Source: an optimization exercise on an open RTL-to-GDS flow (aim: small area and few clock cycles). Production flows keep margins and buffers that such runs may drop. Function was checked by simulation only, so behaviour that the tests miss may differ from the original. Power figures rest on the tool's default switching activity, not on a simulated workload.

==> 10-20 <==
==> flow/design.v (excerpt) <==
module uvc_frame_reader (
    input  logic                        axi_clk,
    input  logic                        rst_n,
    input  axi_read_pkg::axi_addr_t     frame_buffer_addr_i,
    output logic                        next_frame_buffer_request_o,
    output axi_read_pkg::axi_addr_t     araddr_o,
    output axi_read_pkg::axi_len_t      arlen_o,
    output axi_read_pkg::axi_size_e     arsize_o,
    output axi_read_pkg::axi_burst_e    arburst_o,
    output logic                        arvalid_o,
    input  logic                        arready_i,
    input  axi_read_pkg::axi_data_t     rdata_i,
    input  logic                        rvalid_i,
    output logic                        rready_o,
    input  logic                        vf_sof_i,
    input  logic                        uvc_ready_i,
    output logic                        vf_valid_o,
    output video_stream_pkg::vid_byte_t vf_byte_o
);
==> module byte_pick3, before the edit <==
module byte_pick3 (
    input  logic [2:0]  sel_i,
    input  logic [23:0] bytes_i,
    output logic [7:0]  byte_n_o
);
    assign byte_n_o = ~(({8{sel_i[0]}} & bytes_i[7:0]) |
                        ({8{sel_i[1]}} & bytes_i[15:8]) |
                        ({8{sel_i[2]}} & bytes_i[23:16]));
endmodule
==> module byte_serializer, before the edit <==
module byte_serializer #(
    parameter int N = 32                 
) (
    input  logic [N-1:0]   sel_i,        
    input  logic [N*8-1:0] bytes_i,
    output logic [7:0]     byte_o
);
    localparam int G = (N + 2) / 3;      
    logic [3*G-1:0]   sel;
    logic [3*G*8-1:0] bytes;
    logic [7:0]       group_n [0:G-1];
    assign sel   = (3*G)'(sel_i);
    assign bytes = (3*G*8)'(bytes_i);
    for (genvar g = 0; g < G; g++)
    begin : g_group
        byte_pick3 u_pick3 (
            .sel_i    (sel[3*g +: 3]),
            .bytes_i  (bytes[24*g +: 24]),
            .byte_n_o (group_n[g])
        );
    end
    always_comb
    begin
        byte_o = '0;
        for (int g = 0; g < G; g++)
            byte_o = byte_o | ~group_n[g];
    end
endmodule
==> module uvc_frame_reader, before the edit <==
module uvc_frame_reader (
    input  logic                        axi_clk,
    input  logic                        rst_n,
    input  axi_read_pkg::axi_addr_t     frame_buffer_addr_i,
    output logic                        next_frame_buffer_request_o,
    output axi_read_pkg::axi_addr_t     araddr_o,
    output axi_read_pkg::axi_len_t      arlen_o,
    output axi_read_pkg::axi_size_e     arsize_o,
    output axi_read_pkg::axi_burst_e    arburst_o,
    output logic                        arvalid_o,
    input  logic                        arready_i,
    input  axi_read_pkg::axi_data_t     rdata_i,
    input  logic                        rvalid_i,
    output logic                        rready_o,
    input  logic                        vf_sof_i,
    input  logic                        uvc_ready_i,
    output logic                        vf_valid_o,
    output video_stream_pkg::vid_byte_t vf_byte_o
);
    localparam int BEATS = (16 / 4);    
    logic [63:0] slot_q [0:BEATS-1];
    logic [2:0]  wcnt_q;      
    logic [2:0]  rcnt_q;      
    logic [2:0]  idx_q;       
    logic [1:0]  line_q;      
    logic take, last_byte, mismatch, accept, raise_now, bypass, frame_start;
    assign arlen_o   = axi_read_pkg::axi_len_t'(BEATS - 1);
    assign arsize_o  = axi_read_pkg::SIZE_8B;
    assign arburst_o = axi_read_pkg::INCR;
    assign rready_o  = 1'b1;
    assign araddr_o  = {frame_buffer_addr_i[31:11] +
                        (32 - 11)'(line_q),
                        frame_buffer_addr_i[11-1:0]};
    assign arvalid_o = raise_now;
    assign next_frame_buffer_request_o = (line_q == 2'd0) && (wcnt_q == 3'd0);
    assign bypass     = (rcnt_q == wcnt_q);
    assign vf_valid_o = !rcnt_q[2] && (!bypass || rvalid_i);
    logic [32:0] pick_sel;
    always_comb
    begin
        for (int i = 0; i < 32; i++)
            pick_sel[i] = !bypass && ({rcnt_q[1:0], idx_q} == 5'(i));
        pick_sel[32] = bypass;
    end
    byte_serializer #(.N(33)) u_pick (
        .sel_i   (pick_sel),
        .bytes_i ({rdata_i[7:0], slot_q[3], slot_q[2], slot_q[1], slot_q[0]}),
        .byte_o  (vf_byte_o)
    );
    assign frame_start = (line_q == 2'd1) && (rcnt_q[1:0] == 2'd0) && (idx_q == 3'd0);
    assign take      = vf_valid_o && uvc_ready_i;
    assign last_byte = (idx_q == 3'd7);
    assign mismatch  = take && vf_sof_i && !frame_start;
    assign accept    = arvalid_o && arready_i;
    assign raise_now = wcnt_q[2] &&
                       (rcnt_q[2] ||
                        (rcnt_q[1:0] == 2'd3 && last_byte && take && !vf_sof_i));
    always_ff @(posedge axi_clk or negedge rst_n)
    begin
        if (!rst_n)
        begin
            wcnt_q    <= 3'd4;
            rcnt_q    <= 3'd4;
            idx_q     <= '0;
            line_q    <= '0;
        end
        else
        begin
            if (accept)
                wcnt_q <= '0;
            else if (rvalid_i)
                wcnt_q <= wcnt_q + 1'b1;
            if (mismatch)
            begin
                rcnt_q <= 3'd4;
                idx_q  <= '0;
                line_q <= '0;
            end
            else
            begin
                if (accept)
                    rcnt_q <= '0;
                else if (take && last_byte)
                    rcnt_q <= rcnt_q + 1'b1;
                if (take)
                    idx_q <= idx_q + 1'b1;
                if (accept)
                    line_q <= line_q + 1'b1;
            end
        end
    end
    always_ff @(posedge axi_clk)
    begin
        if (rvalid_i)
            slot_q[wcnt_q[1:0]] <= rdata_i;
    end
endmodule
Settings: LEC_CHECK=0, CAP_MARGIN=20, CORE_MARGIN=2, CORE_UTILIZATION=40, SLEW_MARGIN=20, SYNTH_HIERARCHICAL=1, SYNTH_MINIMUM_KEEP_SIZE=0; clock period 5.0 ns.
standard.sh (not shown) runs the stock make flow with config.mk's settings and CLKGATE_MAP_FILE= SYNTH_SCRIPT=/design/flow/synth_recipe.tcl, a recipe that flattens the netlist after the stock synthesis.
==> flow/flow/run.sh <==
#!/bin/bash
# layout flow: the standard flow, with the smallest buffer on the ports, a
# clock tree of fewer, smaller buffers without dummy loads, placement that
# does not keep its timing-driven buffering, and one tie cell per constant
export BUFFER_PORTS_ARGS="-buffer_cell sky130_fd_sc_hd__buf_1"
export CTS_ARGS="-sink_clustering_enable -repair_clock_nets -dont_use_dummy_load -buf_list sky130_fd_sc_hd__clkbuf_8 -sink_clustering_size 16 -sink_clustering_max_diameter 50"
export GPL_KEEP_OVERFLOW=0
export SKIP_REPAIR_TIE_FANOUT=1
bash standard.sh > standard.log 2>&1
==> 11-04: changes against 10-20 <==
==> flow/design.v (replaced) <==
`timescale 1ns/1ps
package axi_read_pkg;
    typedef logic [31:0] axi_addr_t;     
    typedef logic [63:0] axi_data_t;     
    typedef logic [7:0]  axi_len_t;      
    typedef enum logic [2:0] {
        SIZE_1B, SIZE_2B, SIZE_4B, SIZE_8B,
        SIZE_16B, SIZE_32B, SIZE_64B, SIZE_128B
    } axi_size_e;
    typedef enum logic [1:0] {FIXED = 2'd0, INCR = 2'd1, WRAP = 2'd2} axi_burst_e;
    typedef enum logic [2:0] {
        IDLE, LINE_ADDR, LINE_BURST, WAIT_ROOM, FRAME_REQ, FRAME_UPDATE, RESYNC
    } fetch_state_e;
endpackage
`timescale 1ns/1ps
package video_stream_pkg;
    typedef logic [7:0] vid_byte_t;
    typedef struct packed {
        logic        sof;    
        logic [63:0] data;
    } tagged_beat_t;
    typedef logic [$clog2(16 + 1) - 1:0] fifo_level_t;
endpackage
`timescale 1ns/1ps
module uvc_frame_reader (
    input  logic                        axi_clk,
    input  logic                        rst_n,
    input  axi_read_pkg::axi_addr_t     frame_buffer_addr_i,
    output logic                        next_frame_buffer_request_o,
    output axi_read_pkg::axi_addr_t     araddr_o,
    output axi_read_pkg::axi_len_t      arlen_o,
    output axi_read_pkg::axi_size_e     arsize_o,
    output axi_read_pkg::axi_burst_e    arburst_o,
    output logic                        arvalid_o,
    input  logic                        arready_i,
    input  axi_read_pkg::axi_data_t     rdata_i,
    input  logic                        rvalid_i,
    output logic                        rready_o,
    input  logic                        vf_sof_i,
    input  logic                        uvc_ready_i,
    output logic                        vf_valid_o,
    output video_stream_pkg::vid_byte_t vf_byte_o
);
    localparam int S  = 4;           
    localparam int PW = $clog2(S);
    localparam int CW = $clog2(S + 1);
    logic [63:0]   slot_q [0:S-1];
    logic [PW-1:0] wp_q, rp_q;
    logic [CW-1:0] cnt_q, cnt_d;       
    logic [CW-1:0] pend_q, pend_d;     
    logic [3:0]    fbeat_q;            
    logic [2:0]    idx_q;              
    logic [1:0]    line_q;             
    logic          arvalid_q, arvalid_d;
    logic          flush_q, flush_d;   
    logic          req_q;
    logic take, release_slot, mismatch, accept, write;
    assign arlen_o   = axi_read_pkg::axi_len_t'((16 / 4) - 1);
    assign arsize_o  = axi_read_pkg::SIZE_8B;
    assign arburst_o = axi_read_pkg::INCR;
    assign rready_o  = 1'b1;
    assign araddr_o  = {frame_buffer_addr_i[31:11] +
                        (32 - 11)'(line_q),
                        frame_buffer_addr_i[11-1:0]};
    assign arvalid_o = arvalid_q;
    assign next_frame_buffer_request_o = req_q;
    assign vf_valid_o = (cnt_q != '0);
    assign vf_byte_o  = slot_q[rp_q][idx_q*8 +: 8];
    assign take         = vf_valid_o && uvc_ready_i;
    assign release_slot = take && (idx_q == 3'd7);
    assign mismatch     = take && vf_sof_i && ((fbeat_q != '0) || (idx_q != '0));
    assign accept       = arvalid_q && arready_i;
    assign write        = rvalid_i && !flush_q;
    always_comb
    begin
        pend_d = pend_q - CW'(rvalid_i) + (accept ? CW'((16 / 4)) : '0);
        if (mismatch)
        begin
            cnt_d     = '0;
            flush_d   = (pend_d != '0);
            arvalid_d = 1'b0;
        end
        else
        begin
            cnt_d     = cnt_q + CW'(write) - CW'(release_slot);
            flush_d   = flush_q && (pend_d != '0);
            if (arvalid_q)
                arvalid_d = !arready_i;
            else
                arvalid_d = !flush_d &&
                            ((cnt_d + pend_d) <= CW'(S - (16 / 4)));
        end
    end
    always_ff @(posedge axi_clk or negedge rst_n)
    begin
        if (!rst_n)
        begin
            cnt_q     <= '0;
            pend_q    <= '0;
            wp_q      <= '0;
            rp_q      <= '0;
            fbeat_q   <= '0;
            idx_q     <= '0;
            line_q    <= '0;
            arvalid_q <= 1'b1;
            flush_q   <= 1'b0;
            req_q     <= 1'b0;
        end
        else
        begin
            cnt_q     <= cnt_d;
            pend_q    <= pend_d;
            arvalid_q <= arvalid_d;
            flush_q   <= flush_d;
            req_q     <= accept && (line_q == 2'd3);
            if (mismatch)
            begin
                wp_q    <= '0;
                rp_q    <= '0;
                fbeat_q <= '0;
                idx_q   <= '0;
                line_q  <= '0;
            end
            else
            begin
                if (write)
                    wp_q <= (wp_q == PW'(S - 1)) ? '0 : wp_q + 1'b1;
                if (release_slot)
                begin
                    rp_q    <= (rp_q == PW'(S - 1)) ? '0 : rp_q + 1'b1;
                    fbeat_q <= fbeat_q + 1'b1;
                end
                if (take)
                    idx_q <= idx_q + 1'b1;
                if (accept)
                    line_q <= line_q + 1'b1;
            end
        end
    end
    always_ff @(posedge axi_clk)
    begin
        if (write)
            slot_q[wp_q] <= rdata_i;
    end
endmodule
==> flow/run.sh (new file) <==
#!/bin/bash
# synth_recipe.tcl (not shown) runs the flow's synth.tcl, then flattens the netlist and writes it again
# the make line also repeats each setting of config.mk as NAME=value (left out here)
make -C /OpenROAD-flow-scripts/flow DESIGN_CONFIG=/design/flow/config.mk WORK_HOME=/design/flow/orfs CLKGATE_MAP_FILE= SYNTH_SCRIPT=/design/flow/synth_recipe.tcl finish
- SYNTH_HIERARCHICAL: 1 -> default
- SYNTH_MINIMUM_KEEP_SIZE: 0 -> default
removed: flow/flow/run.sh
removed: flow/standard.sh
==> 03-26: changes against 10-20 <==
==> flow/flow/run.sh (replaced) <==
#!/bin/bash
# layout flow: the standard flow, with the smallest buffer on the ports, a
# clock tree of fewer, smaller buffers without dummy loads, placement that
# does not keep its timing-driven buffering, and one tie cell per constant
export BUFFER_PORTS_ARGS="-buffer_cell sky130_fd_sc_hd__buf_1"
export CTS_ARGS="-sink_clustering_enable -repair_clock_nets -dont_use_dummy_load -buf_list sky130_fd_sc_hd__clkbuf_8 -sink_clustering_size 20 -sink_clustering_max_diameter 60"
export GPL_KEEP_OVERFLOW=0
export SKIP_REPAIR_TIE_FANOUT=1
bash standard.sh > standard.log 2>&1
==> impl_metrics.py <==
metrics = {
    "outcome": {
        "status": "finished clean",
    },
    "route": {
        "drt-vias-per-instance": 6.06,
        "drt_pass1_iterations": 8,
    },
    "finish": {
        "final_nets": 842,
        "seq_cells": 267,
    },
    "sta": {
        "worst_slack_ps": 297,
    },
    "critical_path": {
        "rrSetupSlack_ps": 3150,
        "startpoint": "wcnt_q[2]$_DFFE_PN1P_",
    },
    "pwr": {
        "p_comb_share_pct": 21.4,
        "ir_drop_v": 0.000260,
    },
    "global_routing": {
        "grt_pass1_wl_um": 41200,
        "grt_pass1_vias": 6565,
    },
    "placement": {
        "placed_area_um2": 11200,
    },
}
Source of the figures above: 10-20

==> impl_metrics.py <==
metrics = {
    "outcome": {
        "status": "finished clean",
    },
    "critical_path": {
        "rrSetupSlack_ps": 1270,
        "startpoint": "frame_buffer_addr_i[11]",
    },
    "pwr": {
        "ir_drop_v": 0.000263,
    },
    "global_routing": {
        "grt_pass1_wl_um": 35100,
        "grt_pass1_vias": 6152,
    },
    "sta": {
        "worst_slack_ps": 405,
    },
    "route": {
        "drt-vias-per-instance": 5.06,
    },
    "finish": {
        "seq_cells": 278,
        "final_nets": 835,
    },
}
Source of the figures above: 11-04

==> impl_metrics.py <==
metrics = {
    "route": {
        "drt_pass1_iterations": 6,
        "dr_wl_met2_um": 13300,
    },
    "finish": {
        "seq_cells": 267,
        "final_nets": 838,
    },
    "global_routing": {
        "grt_pass1_vias": 6505,
        "grt_pass1_wl_um": 41100,
        "met1_usage_pct": 26.6,
    },
    "pwr": {
        "ir_drop_v": 0.000258,
        "powerSeq_mw": 3.07,
        "p_comb_share_pct": 21.8,
    },
    "sta": {
        "slew_violations": 0,
        "finalHoldViolations": 0,
    },
    "critical_path": {
        "rrSetupSlack_ps": 3160,
        "startpoint": "wcnt_q[2]$_DFFE_PN1P_",
    },
    "outcome": {
        "status": "finished clean",
    },
}
Source of the figures above: 03-26

Testbench counts of 10-20, summed over its fixed seeds: cycles 19,354.
Testbench counts of 11-04, summed over its fixed seeds: cycles 20,447.
Testbench counts of 03-26, summed over its fixed seeds: cycles 19,354.

## port drivers added, routing unchanged
In the flow no input, the clock included, has a driving cell. The finished layouts below were timed again as built, in two steps.
Step 1 assumes that a clkbuf_16 drives the clock port and a buf_2 every other input.
Step 2, shift: input delay + t, output delay - t, t = (earliest + latest rising clock arrival at the registers) / 2. This alone moves slack from input paths to output paths.
a / b / c = no drivers / after step 1 / after step 2; a / b = the first two.
| run | t (ns) | setup WS [ns] | clock arrival spread, ns | slew at the worst register clock pin (ns) |
|---|---|---|---|---|
| 10-20 | 0.572 | 0.297 / 0.256 / 0.828 | 0.073 / 0.073 | 0.10 / 0.10 |
| 11-04 | 0.579 | 0.405 / 0.378 / 0.378 | 0.010 / 0.011 | 0.06 / 0.06 |
| 03-26 | 0.560 | 0.361 / 0.322 / 0.882 | 0.067 / 0.067 | 0.11 / 0.11 |
After both steps every run listed still meets setup and hold. The setup slack of 11-04, which loses most, moves by -0.027 ns with the drivers and by -0.027 ns with both steps.
